Background: an optimization exercise with open tools, aiming at small area, a short achievable clock period and few clock cycles. Do not read the settings as production practice. At most, simulation tests tie the RTL to the original design; equivalence was not proved. Power is estimated from default activity; no workload was simulated.

==> garnet <==
==> flow/design.v <==
package wlh_pkg;
  localparam int NUM_BINS    = 16;
  localparam int COUNT_WIDTH = 20;
  localparam int LEN_W       = 7;
  localparam int BAR_W       = 7;
  localparam int CHAR_W      = 8;
  localparam int BIN_AW      = (NUM_BINS > 1) ? $clog2(NUM_BINS) : 1;
  localparam int NUM_W       = COUNT_WIDTH + BAR_W;
  localparam int STEP_W      = $clog2(BAR_W);
  localparam logic [LEN_W-1:0]       LEN_MAX   = {LEN_W{1'b1}};
  localparam logic [COUNT_WIDTH-1:0] COUNT_MAX = {COUNT_WIDTH{1'b1}};
  localparam logic [CHAR_W-1:0] CHAR_SPACE   = 8'h20;
  localparam logic [CHAR_W-1:0] CHAR_TAB     = 8'h09;
  localparam logic [CHAR_W-1:0] CHAR_NEWLINE = 8'h0A;
  localparam logic ACT_TEXT   = 1'b0;
  localparam logic ACT_REPORT = 1'b1;
  typedef struct packed {
    logic              action;
    logic [CHAR_W-1:0] char_code;
  } in_item_t;
  typedef struct packed {
    logic [LEN_W-1:0]       word_length;
    logic [COUNT_WIDTH-1:0] word_count;
    logic [BAR_W-1:0]       bar_length;
    logic [COUNT_WIDTH-1:0] overflow_words;
    logic                   last_bin;
  } out_item_t;
endpackage
import wlh_pkg::*;
module word_length_histogram (
  input  logic                     clk,
  input  logic                     rst,
  input  logic                     start,
  input  wlh_pkg::in_item_t        cmd,
  output logic                     busy,
  input  logic                     cfg_wr_en,
  input  logic [wlh_pkg::BAR_W-1:0] cfg_wr_data,
  output logic                     result_strobe,
  output wlh_pkg::out_item_t       result
);
  localparam int SIDE_W = 3;
  function automatic logic [COUNT_WIDTH-1:0] sat_inc(input logic [COUNT_WIDTH-1:0] v);
    sat_inc = (v == COUNT_MAX) ? COUNT_MAX : v + COUNT_WIDTH'(1);
  endfunction
  logic accept, is_sep;
  logic a_char, a_sep, a_eot;
  assign accept = start && !busy;
  assign is_sep = (cmd.char_code == CHAR_SPACE) || (cmd.char_code == CHAR_TAB) ||
                  (cmd.char_code == CHAR_NEWLINE);
  always_ff @(posedge clk) begin
    if (rst) begin
      a_char <= 1'b0;
      a_sep  <= 1'b0;
      a_eot  <= 1'b0;
    end else begin
      a_char <= accept && cmd.action == ACT_TEXT && !is_sep;
      a_sep  <= accept && cmd.action == ACT_TEXT && is_sep;
      a_eot  <= accept && cmd.action == ACT_REPORT;
    end
  end
  logic [BAR_W-1:0]       max_bar_height;
  logic [4:0]             len;           
  logic [COUNT_WIDTH-1:0] ovf;
  logic [COUNT_WIDTH-1:0] peak_run;
  logic [COUNT_WIDTH-1:0] bin  [NUM_BINS];    
  logic [SIDE_W-1:0]      side [NUM_BINS];
  logic                   wr_pend;
  logic [BIN_AW-1:0]      wr_b;
  logic [COUNT_WIDTH-1:0] rd_data;
  logic                   pend;          
  logic                   rep_on;        
  logic                   clr;           
  logic [4:0]             ld_b;          
  logic                   mg;            
  logic                   mgc;           
  logic [4:0]             out_b;         
  logic                   dv_run;
  logic [2:0]             step;
  logic [COUNT_WIDTH-1:0] c;
  logic                   cz;
  logic                   first;
  logic [COUNT_WIDTH-1:0] r;
  logic [BAR_W-1:0]       q;
  logic [COUNT_WIDTH-1:0] peak_rep;
  logic [COUNT_WIDTH-1:0] ovf_rep;
  logic we_bin, we_ovf, side_cls, we_main, fwd;
  logic [COUNT_WIDTH-1:0] rmux;
  logic [SIDE_W-1:0]      side_sel;
  assign we_bin   = a_sep && (len != 5'd0) && (len != 5'd17);
  assign we_ovf   = a_sep && (len == 5'd17);
  assign side_cls = rep_on && (len >= ld_b);
  assign we_main  = we_bin && !side_cls;
  assign side_sel = side[out_b[3:0]];
  assign fwd      = mg && (len[3:0] == out_b[3:0]);
  logic [BIN_AW-1:0] raddr;
  logic              load;
  logic              start_rep;
  assign load      = rep_on && (clr || (!dv_run && !we_bin));
  assign raddr     = we_bin ? len[3:0] : ld_b[3:0];
  assign rmux      = bin[raddr];
  assign start_rep = pend && !rep_on && !dv_run && !mg;
  logic [COUNT_WIDTH-1:0] wdata;
  logic [COUNT_WIDTH-1:0] inc_val;
  assign inc_val = sat_inc(rd_data);
  assign wdata   = wr_pend ? inc_val : COUNT_WIDTH'(mgc ? '0 : side_sel);
  always_ff @(posedge clk) begin
    for (int b = 0; b < NUM_BINS; b++) begin
      if ((wr_pend && wr_b == BIN_AW'(b)) || (mg && out_b[3:0] == BIN_AW'(b))) begin
        bin[b] <= wdata;
      end
    end
  end
  always_ff @(posedge clk) begin
    for (int b = 0; b < NUM_BINS; b++) begin
      if (mg && out_b[3:0] == BIN_AW'(b)) begin
        side[b] <= '0;
      end else if (we_bin && side_cls && len[3:0] == BIN_AW'(b)) begin
        side[b] <= side[b] + SIDE_W'(1);
      end
    end
  end
  always_ff @(posedge clk) begin
    if (we_main) begin
      rd_data <= fwd ? COUNT_WIDTH'(side_sel) : rmux;
      wr_b    <= len[3:0];
    end
  end
  always_ff @(posedge clk) begin
    if (rst) begin
      max_bar_height <= BAR_W'(16);
    end else if (cfg_wr_en) begin
      max_bar_height <= cfg_wr_data;
    end
  end
  always_ff @(posedge clk) begin
    if (rst) begin
      len      <= '0;
      ovf      <= '0;
      wr_pend  <= 1'b0;
      peak_run <= '0;
    end else begin
      wr_pend <= we_main;
      if (a_char) begin
        if (len != 5'd17) len <= len + 5'd1;
      end else if (a_sep || a_eot) begin
        len <= '0;
      end
      if (start_rep) begin
        ovf <= '0;
      end else if (we_ovf) begin
        ovf <= sat_inc(ovf);
      end
      if (start_rep) begin
        peak_run <= '0;
      end else if (wr_pend) begin
        if (rd_data == peak_run) peak_run <= inc_val;
      end else if (mg && !mgc) begin
        if (COUNT_WIDTH'(side_sel) > peak_run) peak_run <= COUNT_WIDTH'(side_sel);
      end
    end
  end
  logic pend_n, rep_on_n, dv_run_n, mg_n, clr_n;
  always_comb begin
    pend_n   = (pend && !start_rep) || a_eot;
    rep_on_n = start_rep || (rep_on && !(load && ld_b == 5'd16));
    clr_n    = clr && !(load && ld_b == 5'd16);
    mg_n     = load;
    if (load && !clr) dv_run_n = 1'b1;
    else if (dv_run && step == 3'd0) dv_run_n = 1'b0;
    else dv_run_n = dv_run;
  end
  always_ff @(posedge clk) begin
    if (rst) begin
      pend          <= 1'b0;
      rep_on        <= 1'b1;
      clr           <= 1'b1;
      ld_b          <= 5'd1;
      mg            <= 1'b0;
      mgc           <= 1'b0;
      dv_run        <= 1'b0;
      busy          <= 1'b1;
      result_strobe <= 1'b0;
    end else begin
      pend          <= pend_n;
      rep_on        <= rep_on_n;
      clr           <= clr_n;
      mg            <= mg_n;
      mgc           <= load && clr;
      dv_run        <= dv_run_n;
      busy          <= clr_n || ((a_eot_n || pend_n) &&
                                 (rep_on_n || dv_run_n || mg_n || (a_eot_n && pend_n)));
      result_strobe <= dv_run && step == 3'd0;
      if (start_rep) begin
        ld_b <= 5'd1;
      end else if (load) begin
        ld_b <= ld_b + 5'd1;
      end
    end
  end
  logic a_eot_n;
  assign a_eot_n = accept && cmd.action == ACT_REPORT;
  logic                   hb;            
  logic                   ceq;           
  logic [COUNT_WIDTH+1:0] t0, t1, t2;
  logic [1:0]             d;
  logic [BAR_W-1:0]       qn;
  logic [COUNT_WIDTH-1:0] rn;
  logic [2:0]             step_n;
  always_comb begin
    t0 = {1'b0, r, 1'b0} + (hb ? (COUNT_WIDTH+2)'(c) : '0);
    t1 = {1'b0, r, 1'b0} + (hb ? (COUNT_WIDTH+2)'(c) : '0) - (COUNT_WIDTH+2)'(peak_rep);
    t2 = {1'b0, r, 1'b0} + (hb ? (COUNT_WIDTH+2)'(c) : '0) - (COUNT_WIDTH+2)'({peak_rep, 1'b0});
    if (!t2[COUNT_WIDTH+1]) begin
      d  = 2'd2;
      rn = t2[COUNT_WIDTH-1:0];
    end else if (!t1[COUNT_WIDTH+1]) begin
      d  = 2'd1;
      rn = t1[COUNT_WIDTH-1:0];
    end else begin
      d  = 2'd0;
      rn = t0[COUNT_WIDTH-1:0];
    end
    qn = {q[BAR_W-2:0], 1'b0} + BAR_W'(d);
    step_n = load ? 3'd5 : step - 3'd1;
  end
  always_ff @(posedge clk) begin
    if (start_rep) begin
      peak_rep <= peak_run;
      ovf_rep  <= ovf;
    end
    if (load || dv_run) begin
      hb <= max_bar_height[step_n];
    end
    if (load) begin
      c     <= rmux;
      r     <= max_bar_height[6] ? rmux : '0;
      q     <= '0;
      step  <= 3'd5;
      out_b <= ld_b;
      first <= 1'b1;
    end else if (dv_run) begin
      r     <= rn;
      step  <= step - 3'd1;
      first <= 1'b0;
      if (first) begin
        cz  <= (c == '0);
        ceq <= (c == peak_rep);
      end
      if (step != 3'd0) begin
        q <= qn;
      end else if (cz) begin
        q <= '0;
      end else if (ceq) begin
        q <= (max_bar_height == '0) ? BAR_W'(1) : max_bar_height;
      end else begin
        q <= (qn == '0) ? BAR_W'(1) : qn;
      end
    end
  end
  assign result.word_length    = LEN_W'(out_b);
  assign result.word_count     = c;
  assign result.bar_length     = q;
  assign result.overflow_words = ovf_rep;
  assign result.last_bin       = out_b[4];
endmodule
==> flow/run.sh <==
#!/bin/bash
# synth_recipe.tcl (not shown) runs the flow's synth.tcl, then flattens the netlist and writes it again
# the make line also repeats each setting of config.mk as NAME=value (left out here)
make -C /OpenROAD-flow-scripts/flow DESIGN_CONFIG=/design/flow/config.mk WORK_HOME=/design/flow/orfs CLKGATE_MAP_FILE= SYNTH_SCRIPT=/design/flow/synth_recipe.tcl finish
==> flow/config.mk <==
export PLATFORM = sky130hd
export DESIGN_NAME = word_length_histogram
export DESIGN_NICKNAME = word_length_histogram
export VERILOG_FILES = /design/flow/design.v
export SDC_FILE = /design/flow/constraint.sdc
export NUM_CORES = 4
export LEC_CHECK = 0
export CAP_MARGIN = 20
export CORE_MARGIN = 2
export CORE_UTILIZATION = 40
export SETUP_SLACK_MARGIN = 4.2
export SLEW_MARGIN = 20
==> flow/constraint.sdc <==
create_clock -name core_clock -period 7.0 [get_ports {clk}]
set_input_delay 1.4000 -clock core_clock [delete_from_list [all_inputs] [get_ports {clk}]]
set_output_delay 1.4000 -clock core_clock [all_outputs]
set_load 0.01 [all_outputs]
==> tundra (differences from garnet) <==
==> flow/design.v, changed modules only <==
module word_length_histogram (
  input  logic                     clk,
  input  logic                     rst,
  input  logic                     start,
  input  wlh_pkg::in_item_t        cmd,
  output logic                     busy,
  input  logic                     cfg_wr_en,
  input  logic [wlh_pkg::BAR_W-1:0] cfg_wr_data,
  output logic                     result_strobe,
  output wlh_pkg::out_item_t       result
);
  localparam int SIDE_W = 3;
  function automatic logic [COUNT_WIDTH-1:0] sat_inc(input logic [COUNT_WIDTH-1:0] v);
    sat_inc = (v == COUNT_MAX) ? COUNT_MAX : v + COUNT_WIDTH'(1);
  endfunction
  logic accept, is_sep;
  logic a_char, a_sep, a_eot;
  assign accept = start && !busy;
  assign is_sep = (cmd.char_code == CHAR_SPACE) || (cmd.char_code == CHAR_TAB) ||
                  (cmd.char_code == CHAR_NEWLINE);
  always_ff @(posedge clk) begin
    if (rst) begin
      a_char <= 1'b0;
      a_sep  <= 1'b0;
      a_eot  <= 1'b0;
    end else begin
      a_char <= accept && cmd.action == ACT_TEXT && !is_sep;
      a_sep  <= accept && cmd.action == ACT_TEXT && is_sep;
      a_eot  <= accept && cmd.action == ACT_REPORT;
    end
  end
  logic [BAR_W-1:0]       max_bar_height;
  logic [4:0]             len;           
  logic [COUNT_WIDTH-1:0] ovf;
  logic [COUNT_WIDTH-1:0] peak_run;
  logic [COUNT_WIDTH-1:0] bin  [NUM_BINS];    
  logic [SIDE_W-1:0]      side [NUM_BINS];
  logic                   wr_pend;
  logic [BIN_AW-1:0]      wr_b;
  logic [COUNT_WIDTH-1:0] rd_data;
  logic                   pend;          
  logic                   rep_on;        
  logic                   clr;           
  logic [4:0]             ld_b;          
  logic                   mg;            
  logic                   mgc;           
  logic [4:0]             out_b;         
  logic                   dv_run;
  logic [2:0]             step;
  logic [COUNT_WIDTH-1:0] c;
  logic                   cz;
  logic [COUNT_WIDTH-1:0] r;
  logic [BAR_W-1:0]       q;
  logic [COUNT_WIDTH-1:0] peak_rep;
  logic [COUNT_WIDTH-1:0] ovf_rep;
  logic we_bin, we_ovf, side_cls, we_main, fwd;
  logic [COUNT_WIDTH-1:0] rmux;
  logic [SIDE_W-1:0]      side_sel;
  assign we_bin   = a_sep && (len != 5'd0) && (len != 5'd17);
  assign we_ovf   = a_sep && (len == 5'd17);
  assign side_cls = rep_on && (len >= ld_b);
  assign we_main  = we_bin && !side_cls;
  assign side_sel = side[out_b[3:0]];
  assign fwd      = mg && (len[3:0] == out_b[3:0]);
  logic [BIN_AW-1:0] raddr;
  logic              load;
  logic              start_rep;
  assign load      = rep_on && (clr || (!dv_run && !we_main));
  assign raddr     = load ? ld_b[3:0] : len[3:0];
  assign rmux      = bin[raddr];
  assign start_rep = pend && !rep_on && !dv_run && !mg;
  logic [COUNT_WIDTH-1:0] wdata;
  logic [COUNT_WIDTH-1:0] inc_val;
  assign inc_val = sat_inc(rd_data);
  assign wdata   = wr_pend ? inc_val : COUNT_WIDTH'(mgc ? '0 : side_sel);
  always_ff @(posedge clk) begin
    for (int b = 0; b < NUM_BINS; b++) begin
      if ((wr_pend && wr_b == BIN_AW'(b)) || (mg && out_b[3:0] == BIN_AW'(b))) begin
        bin[b] <= wdata;
      end
    end
  end
  always_ff @(posedge clk) begin
    for (int b = 0; b < NUM_BINS; b++) begin
      if (mg && out_b[3:0] == BIN_AW'(b)) begin
        side[b] <= '0;
      end else if (we_bin && side_cls && len[3:0] == BIN_AW'(b)) begin
        side[b] <= side[b] + SIDE_W'(1);
      end
    end
  end
  always_ff @(posedge clk) begin
    if (we_main) begin
      rd_data <= fwd ? COUNT_WIDTH'(side_sel) : rmux;
      wr_b    <= len[3:0];
    end
  end
  always_ff @(posedge clk) begin
    if (rst) begin
      max_bar_height <= BAR_W'(16);
    end else if (cfg_wr_en) begin
      max_bar_height <= cfg_wr_data;
    end
  end
  always_ff @(posedge clk) begin
    if (rst) begin
      len      <= '0;
      ovf      <= '0;
      wr_pend  <= 1'b0;
      peak_run <= '0;
    end else begin
      wr_pend <= we_main;
      if (a_char) begin
        if (len != 5'd17) len <= len + 5'd1;
      end else if (a_sep || a_eot) begin
        len <= '0;
      end
      if (start_rep) begin
        ovf <= '0;
      end else if (we_ovf) begin
        ovf <= sat_inc(ovf);
      end
      if (start_rep) begin
        peak_run <= '0;
      end else if (wr_pend) begin
        if (rd_data == peak_run) peak_run <= inc_val;
      end else if (mg && !mgc) begin
        if (COUNT_WIDTH'(side_sel) > peak_run) peak_run <= COUNT_WIDTH'(side_sel);
      end
    end
  end
  logic pend_n, rep_on_n, dv_run_n, mg_n, clr_n;
  always_comb begin
    pend_n   = (pend && !start_rep) || a_eot;
    rep_on_n = start_rep || (rep_on && !(load && ld_b == 5'd16));
    clr_n    = clr && !(load && ld_b == 5'd16);
    mg_n     = load;
    if (load && !clr) dv_run_n = 1'b1;
    else if (dv_run && step == 3'd0) dv_run_n = 1'b0;
    else dv_run_n = dv_run;
  end
  always_ff @(posedge clk) begin
    if (rst) begin
      pend          <= 1'b0;
      rep_on        <= 1'b1;
      clr           <= 1'b1;
      ld_b          <= 5'd1;
      mg            <= 1'b0;
      mgc           <= 1'b0;
      dv_run        <= 1'b0;
      busy          <= 1'b1;
      result_strobe <= 1'b0;
    end else begin
      pend          <= pend_n;
      rep_on        <= rep_on_n;
      clr           <= clr_n;
      mg            <= mg_n;
      mgc           <= load && clr;
      dv_run        <= dv_run_n;
      busy          <= clr_n || ((a_eot_n || pend_n) &&
                                 (rep_on_n || dv_run_n || mg_n || (a_eot_n && pend_n)));
      result_strobe <= dv_run && step == 3'd0;
      if (start_rep) begin
        ld_b <= 5'd1;
      end else if (load) begin
        ld_b <= ld_b + 5'd1;
      end
    end
  end
  logic a_eot_n;
  assign a_eot_n = accept && cmd.action == ACT_REPORT;
  logic [COUNT_WIDTH+1:0] t, t1, t2;
  logic                   hbit;
  logic [1:0]             d;
  logic [BAR_W-1:0]       qn;
  logic [COUNT_WIDTH-1:0] rn;
  always_comb begin
    hbit = max_bar_height[step];
    t  = {1'b0, r, 1'b0} + (hbit ? (COUNT_WIDTH+2)'(c) : '0);
    t1 = t - (COUNT_WIDTH+2)'(peak_rep);
    t2 = t - (COUNT_WIDTH+2)'({peak_rep, 1'b0});
    if (t >= (COUNT_WIDTH+2)'({peak_rep, 1'b0})) begin
      d  = 2'd2;
      rn = t2[COUNT_WIDTH-1:0];
    end else if (t >= (COUNT_WIDTH+2)'(peak_rep)) begin
      d  = 2'd1;
      rn = t1[COUNT_WIDTH-1:0];
    end else begin
      d  = 2'd0;
      rn = t[COUNT_WIDTH-1:0];
    end
    qn = {q[BAR_W-2:0], 1'b0} + BAR_W'(d);
  end
  always_ff @(posedge clk) begin
    if (start_rep) begin
      peak_rep <= peak_run;
      ovf_rep  <= ovf;
    end
    if (load) begin
      c     <= rmux;
      cz    <= (rmux == '0);
      r     <= '0;
      q     <= '0;
      step  <= 3'd6;
      out_b <= ld_b;
    end else if (dv_run) begin
      r    <= rn;
      step <= step - 3'd1;
      if (step != 3'd0) begin
        q <= qn;
      end else if (cz) begin
        q <= '0;
      end else begin
        q <= (qn == '0) ? BAR_W'(1) : qn;
      end
    end
  end
  assign result.word_length    = LEN_W'(out_b);
  assign result.word_count     = c;
  assign result.bar_length     = q;
  assign result.overflow_words = ovf_rep;
  assign result.last_bin       = out_b[4];
endmodule
--- a/flow/config.mk
+++ b/flow/config.mk
@@ -9,4 +9,3 @@
 export CORE_MARGIN = 2
 export CORE_UTILIZATION = 40
-export SETUP_SLACK_MARGIN = 4.2
 export SLEW_MARGIN = 20
==> nickel (differences from garnet) <==
==> flow/design.v, changed modules only <==
module word_length_histogram (
  input  logic                     clk,
  input  logic                     rst,
  input  logic                     start,
  input  wlh_pkg::in_item_t        cmd,
  output logic                     busy,
  input  logic                     cfg_wr_en,
  input  logic [wlh_pkg::BAR_W-1:0] cfg_wr_data,
  output logic                     result_strobe,
  output wlh_pkg::out_item_t       result
);
  localparam int SIDE_W = 3;
  localparam int DW     = 23;    
  function automatic logic [COUNT_WIDTH-1:0] sat_inc(input logic [COUNT_WIDTH-1:0] v);
    sat_inc = (v == COUNT_MAX) ? COUNT_MAX : v + COUNT_WIDTH'(1);
  endfunction
  function automatic logic [22:0] add23(input logic [22:0] a, input logic [22:0] b,
                                        input logic ci);
    logic [22:0] g, p, gg, pp;
    g = a & b;
    p = a ^ b;
    gg = g;
    pp = p;
    gg[0] = g[0] | (p[0] & ci);
    for (int l = 0; l < 5; l++) begin
      for (int i = 0; i < 23; i++) begin
        if (((i >> l) & 1) == 1) begin
          gg[i] = gg[i] | (pp[i] & gg[((i >> l) << l) - 1]);
          pp[i] = pp[i] & pp[((i >> l) << l) - 1];
        end
      end
    end
    add23 = p ^ {gg[21:0], ci};
  endfunction
  logic accept, is_sep;
  logic a_char, a_sep, a_eot, a_eot_n;
  assign accept  = start && !busy;
  assign is_sep  = (cmd.char_code == CHAR_SPACE) || (cmd.char_code == CHAR_TAB) ||
                   (cmd.char_code == CHAR_NEWLINE);
  assign a_eot_n = accept && cmd.action == ACT_REPORT;
  always_ff @(posedge clk) begin
    if (rst) begin
      a_char <= 1'b0;
      a_sep  <= 1'b0;
      a_eot  <= 1'b0;
    end else begin
      a_char <= accept && cmd.action == ACT_TEXT && !is_sep;
      a_sep  <= accept && cmd.action == ACT_TEXT && is_sep;
      a_eot  <= a_eot_n;
    end
  end
  logic [BAR_W-1:0]       max_bar_height;
  logic [4:0]             len;           
  logic                   ge;            
  logic [COUNT_WIDTH-1:0] ovf;
  logic [COUNT_WIDTH-1:0] peak_run;
  logic [COUNT_WIDTH-1:0] bin  [NUM_BINS];    
  logic [SIDE_W-1:0]      side [NUM_BINS];
  logic                   wr_pend;
  logic [BIN_AW-1:0]      wr_b;
  logic [COUNT_WIDTH-1:0] rd_data;
  logic                   pend;          
  logic                   st;            
  logic                   rep_on;        
  logic                   clr;           
  logic [4:0]             ld_b;          
  logic                   mg;            
  logic                   mgc;           
  logic [BIN_AW-1:0]      mg_b;          
  logic [SIDE_W-1:0]      mg_side;       
  logic [4:0]             out_b;         
  logic                   dv_run;
  logic [2:0]             step;
  logic [COUNT_WIDTH-1:0] c;
  logic                   cz;
  logic                   ceq;
  logic                   first;
  logic [COUNT_WIDTH-1:0] hc;            
  logic [COUNT_WIDTH-1:0] r;
  logic [BAR_W-1:0]       q;
  logic [COUNT_WIDTH-1:0] peak_rep;
  logic [COUNT_WIDTH-1:0] ovf_rep;
  logic we_bin, we_ovf, side_cls, we_main, fwd, load;
  logic [BIN_AW-1:0]      raddr;
  logic [COUNT_WIDTH-1:0] rmux;
  assign we_bin   = a_sep && (len != 5'd0) && (len != 5'd17);
  assign we_ovf   = a_sep && (len == 5'd17);
  assign side_cls = rep_on && ge;
  assign we_main  = we_bin && !side_cls;
  assign fwd      = mg && (len[3:0] == mg_b);
  assign load  = rep_on && (clr || (!dv_run && !a_sep));
  assign raddr = a_sep ? len[3:0] : ld_b[3:0];
  assign rmux  = bin[raddr];
  logic [COUNT_WIDTH-1:0] wdata;
  logic [COUNT_WIDTH-1:0] inc_val;
  assign inc_val = sat_inc(rd_data);
  assign wdata   = wr_pend ? inc_val : COUNT_WIDTH'(mgc ? '0 : mg_side);
  always_ff @(posedge clk) begin
    for (int b = 0; b < NUM_BINS; b++) begin
      if ((wr_pend && wr_b == BIN_AW'(b)) || (mg && mg_b == BIN_AW'(b))) begin
        bin[b] <= wdata;
      end
    end
  end
  always_ff @(posedge clk) begin
    for (int b = 0; b < NUM_BINS; b++) begin
      if (mg && mg_b == BIN_AW'(b)) begin
        side[b] <= '0;
      end else if (we_bin && side_cls && len[3:0] == BIN_AW'(b)) begin
        side[b] <= side[b] + SIDE_W'(1);
      end
    end
  end
  always_ff @(posedge clk) begin
    rd_data <= fwd ? COUNT_WIDTH'(mg_side) : rmux;
    wr_b    <= len[3:0];
  end
  always_ff @(posedge clk) begin
    if (rst) begin
      max_bar_height <= BAR_W'(16);
    end else if (cfg_wr_en) begin
      max_bar_height <= cfg_wr_data;
    end
  end
  logic [4:0] len_n;
  logic [4:0] ld_b_n;
  always_comb begin
    len_n = len;
    if (a_char) begin
      if (len != 5'd17) len_n = len + 5'd1;
    end else if (a_sep || a_eot) begin
      len_n = '0;
    end
  end
  always_ff @(posedge clk) begin
    if (rst) begin
      len      <= '0;
      ge       <= 1'b0;
      ovf      <= '0;
      wr_pend  <= 1'b0;
      peak_run <= '0;
    end else begin
      len     <= len_n;
      ge      <= (len_n >= ld_b_n);
      wr_pend <= we_main;
      if (st) begin
        ovf <= '0;
      end else if (we_ovf) begin
        ovf <= sat_inc(ovf);
      end
      if (st) begin
        peak_run <= '0;
      end else if (wr_pend) begin
        if (rd_data == peak_run) peak_run <= inc_val;
      end else if (mg && !mgc) begin
        if (COUNT_WIDTH'(mg_side) > peak_run) peak_run <= COUNT_WIDTH'(mg_side);
      end
    end
  end
  logic pend_n, rep_on_n, dv_run_n, mg_n, clr_n;
  always_comb begin
    pend_n   = (pend && !st) || a_eot;
    rep_on_n = st || (rep_on && !(load && ld_b == 5'd16));
    clr_n    = clr && !(load && ld_b == 5'd16);
    mg_n     = load;
    if (load && !clr) dv_run_n = 1'b1;
    else if (dv_run && step == 3'd0) dv_run_n = 1'b0;
    else dv_run_n = dv_run;
    if (st) ld_b_n = 5'd1;
    else if (load) ld_b_n = ld_b + 5'd1;
    else ld_b_n = ld_b;
  end
  always_ff @(posedge clk) begin
    if (rst) begin
      pend          <= 1'b0;
      st            <= 1'b0;
      rep_on        <= 1'b1;
      clr           <= 1'b1;
      ld_b          <= 5'd1;
      mg            <= 1'b0;
      mgc           <= 1'b0;
      dv_run        <= 1'b0;
      busy          <= 1'b1;
      result_strobe <= 1'b0;
    end else begin
      pend          <= pend_n;
      st            <= pend_n && !rep_on_n && !dv_run_n && !mg_n;
      rep_on        <= rep_on_n;
      clr           <= clr_n;
      mg            <= mg_n;
      mgc           <= load && clr;
      dv_run        <= dv_run_n;
      busy          <= clr_n || ((a_eot_n || pend_n) &&
                                 (rep_on_n || dv_run_n || mg_n || (a_eot_n && pend_n)));
      result_strobe <= dv_run && step == 3'd0;
      ld_b          <= ld_b_n;
    end
  end
  always_ff @(posedge clk) begin
    if (load) begin
      mg_b    <= ld_b[3:0];
      mg_side <= side[ld_b[3:0]];
    end
  end
  logic [DW-1:0]          da, db, np1, np2, s1, k1, s2, k2, t0, t1, t2;
  logic [1:0]             d;
  logic [BAR_W-1:0]       qn;
  logic [BAR_W-2:0]       q_inc;
  logic [COUNT_WIDTH-1:0] rn;
  logic [2:0]             step_n;
  always_comb begin
    da  = {2'b00, r, 1'b0};
    db  = {3'b000, hc};
    np1 = ~{3'b000, peak_rep};
    np2 = ~{2'b00, peak_rep, 1'b0};
    s1  = da ^ db ^ np1;
    k1  = {((da[DW-2:0] & db[DW-2:0]) | (da[DW-2:0] & np1[DW-2:0]) | (db[DW-2:0] & np1[DW-2:0])), 1'b0};
    s2  = da ^ db ^ np2;
    k2  = {((da[DW-2:0] & db[DW-2:0]) | (da[DW-2:0] & np2[DW-2:0]) | (db[DW-2:0] & np2[DW-2:0])), 1'b0};
    t0  = add23(da, db, 1'b0);
    t1  = add23(s1, k1, 1'b1);
    t2  = add23(s2, k2, 1'b1);
    if (!t2[DW-1]) begin
      d  = 2'd2;
      rn = t2[COUNT_WIDTH-1:0];
    end else if (!t1[DW-1]) begin
      d  = 2'd1;
      rn = t1[COUNT_WIDTH-1:0];
    end else begin
      d  = 2'd0;
      rn = t0[COUNT_WIDTH-1:0];
    end
    q_inc  = q[BAR_W-2:0] + (BAR_W-1)'(1);
    qn     = d[1] ? {q_inc, 1'b0} : {q[BAR_W-2:0], d[0]};
    step_n = load ? 3'd5 : step - 3'd1;
  end
  always_ff @(posedge clk) begin
    if (st) begin
      peak_rep <= peak_run;
      ovf_rep  <= ovf;
    end
    if (load || dv_run) begin
      hc <= max_bar_height[step_n] ? (load ? rmux : c) : '0;
    end
    if (load && !clr) begin
      out_b <= ld_b;
    end
    if (load) begin
      c     <= rmux;
      q     <= '0;
      step  <= 3'd5;
      first <= 1'b1;
    end else if (dv_run) begin
      step  <= step - 3'd1;
      first <= 1'b0;
      if (first) begin
        cz  <= (c == '0);
        ceq <= (c == peak_rep);
      end
      if (step != 3'd0) begin
        q <= qn;
      end else if (cz) begin
        q <= '0;
      end else if (ceq) begin
        q <= (max_bar_height == '0) ? BAR_W'(1) : max_bar_height;
      end else begin
        q <= (qn == '0) ? BAR_W'(1) : qn;
      end
    end
  end
  always_ff @(posedge clk) begin
    r <= load ? (max_bar_height[6] ? rmux : '0) : rn;
  end
  assign result.word_length    = LEN_W'(out_b);
  assign result.word_count     = c;
  assign result.bar_length     = q;
  assign result.overflow_words = ovf_rep;
  assign result.last_bin       = out_b[4];
endmodule
--- a/flow/config.mk
+++ b/flow/config.mk
@@ -9,4 +9,4 @@
 export CORE_MARGIN = 2
 export CORE_UTILIZATION = 40
-export SETUP_SLACK_MARGIN = 4.2
+export SETUP_SLACK_MARGIN = 4.5
 export SLEW_MARGIN = 20
==> metrics.log <==
[metrics] run status: finished clean
[metrics] Total GRT Usage: about 22%
[metrics] highest clock rate: around 0.15 GHz
[metrics] r2r setup slk: around 0.53 ns
[metrics] number of buffers added by the clock tree synthesis step: between 50 and 60
[metrics] post-synthesis cell area: 0.0258 mm²
[metrics] WP data required: 7.48 ns
[metrics] clock network power consumption: 0.00303 W
[metrics] worst flop-to-flop path endpoint: r[19]$_SDFFE_PP0P_
[metrics] metal2 WL: 34800 µm
[metrics] Critical Path AT: 6.95 ns
[metrics] synthesis-stage register bit count: 557
[metrics] vertical die dimension: between 200 and 300 µm
[metrics] number of clock sinks seen by CTS: ~560
[metrics] number of global-route vias before repair: 18507
[metrics] global placement routability congestion: just over 0.9
[metrics] synthesized area per cell: approximately 12 µm²
[metrics] sequential cell count: approximately 560
[metrics] tap cells: about 860
[metrics] biggest area contributors in the synthesized netlist: sky130_fd_sc_hd__edfxtp_1, sky130_fd_sc_hd__dfxtp_1, sky130_fd_sc_hd__ha_1
[metrics] Levels on crit path: 24
The numbers above come from tundra.

==> metrics.log <==
[metrics] run status: finished clean
[metrics] synthesis-stage register bit count: 588
[metrics] biggest area contributors in the synthesized netlist: sky130_fd_sc_hd__edfxtp_1, sky130_fd_sc_hd__dfxtp_1, sky130_fd_sc_hd__ha_1
[metrics] metal2 WL: 43700 µm
[metrics] Critical Path AT: 3.96 ns
[metrics] sequential cell count: 588
[metrics] Levels on crit path: 14
[metrics] worst flop-to-flop path endpoint: q[5]$_SDFFE_PP0P_
[metrics] number of gates resized after CTS: around 640
[metrics] global placement routability congestion: slightly above 0.9
[metrics] synthesized area per cell: about 12 µm²
[metrics] clock network power consumption: 0.00355 W
[metrics] number of global-route vias before repair: 21291
[metrics] number of clock sinks seen by CTS: between 500 and 600
[metrics] r2r setup slk: approximately 3.5 ns
[metrics] Total GRT Usage: about 25%
[metrics] tap cells: 882
[metrics] number of buffers added by the clock tree synthesis step: 66
[metrics] post-synthesis cell area: about 0.028 mm²
[metrics] vertical die dimension: approximately 270 µm
[metrics] WP data required: about 7.5 ns
The numbers above come from nickel.

==> metrics.log <==
[metrics] number of clock sinks seen by CTS: 560
[metrics] setup repair after global routing missed its margin: true
[metrics] number of buffers added by the clock tree synthesis step: slightly below 60
[metrics] sequential cell count: 560
[metrics] biggest area contributors in the synthesized netlist: sky130_fd_sc_hd__edfxtp_1, sky130_fd_sc_hd__dfxtp_1, sky130_fd_sc_hd__ha_1
[metrics] post-synthesis cell area: 0.0266 mm²
[metrics] WP data required: between 7 and 8 ns
[metrics] r2r setup slk: between 2 and 2.5 ns
[metrics] Levels on crit path: 28
[metrics] Critical Path AT: ~5.3 ns
[metrics] number of global-route vias before repair: ~20000
[metrics] synthesized area per cell: approximately 12 µm²
[metrics] vertical die dimension: ~260 µm
[metrics] tap cells: between 800 and 900
[metrics] run status: finished clean
[metrics] metal2 WL: ~43000 µm
[metrics] synthesis-stage register bit count: 560
[metrics] start of the worst register-to-register path: hb$_DFFE_PP_
[metrics] highest clock rate: between 0.2 and 0.25 GHz
The numbers above come from garnet.

Testbench counts of tundra, summed over its fixed seeds: cycles 37,689.
For garnet and nickel, only the layout was checked, not whether the RTL still works.

-- port drivers added, routing unchanged --
In the flow no input, the clock included, has a driving cell. The finished layouts below were timed again as built, in two steps. Step 1 assumes that a clkbuf_16 drives the clock port and a buf_2 every other input. Step 2 moves the port delays by t, midway between the first and last clock arrival at a register: inputs arrive t later, outputs are due t later. That takes back most of the time a late clock gives input paths. Three values: ideal ports, drivers, drivers and shift; two values: the first two.
run	t, ns	setup slack, ns	worst register clock-pin slew, ns	worst data-port slew with drivers (ns)	pins driven straight from the clock port
garnet	0.694	2.083 / 2.083 / 2.083	0.07 / 0.07	0.06	1
tundra	0.673	0.533 / 0.533 / 0.533	0.07 / 0.07	0.07	1
nickel	0.669	3.527 / 3.527 / 3.527	0.07 / 0.07	0.06	1
After both steps setup and hold are still met in every run listed.
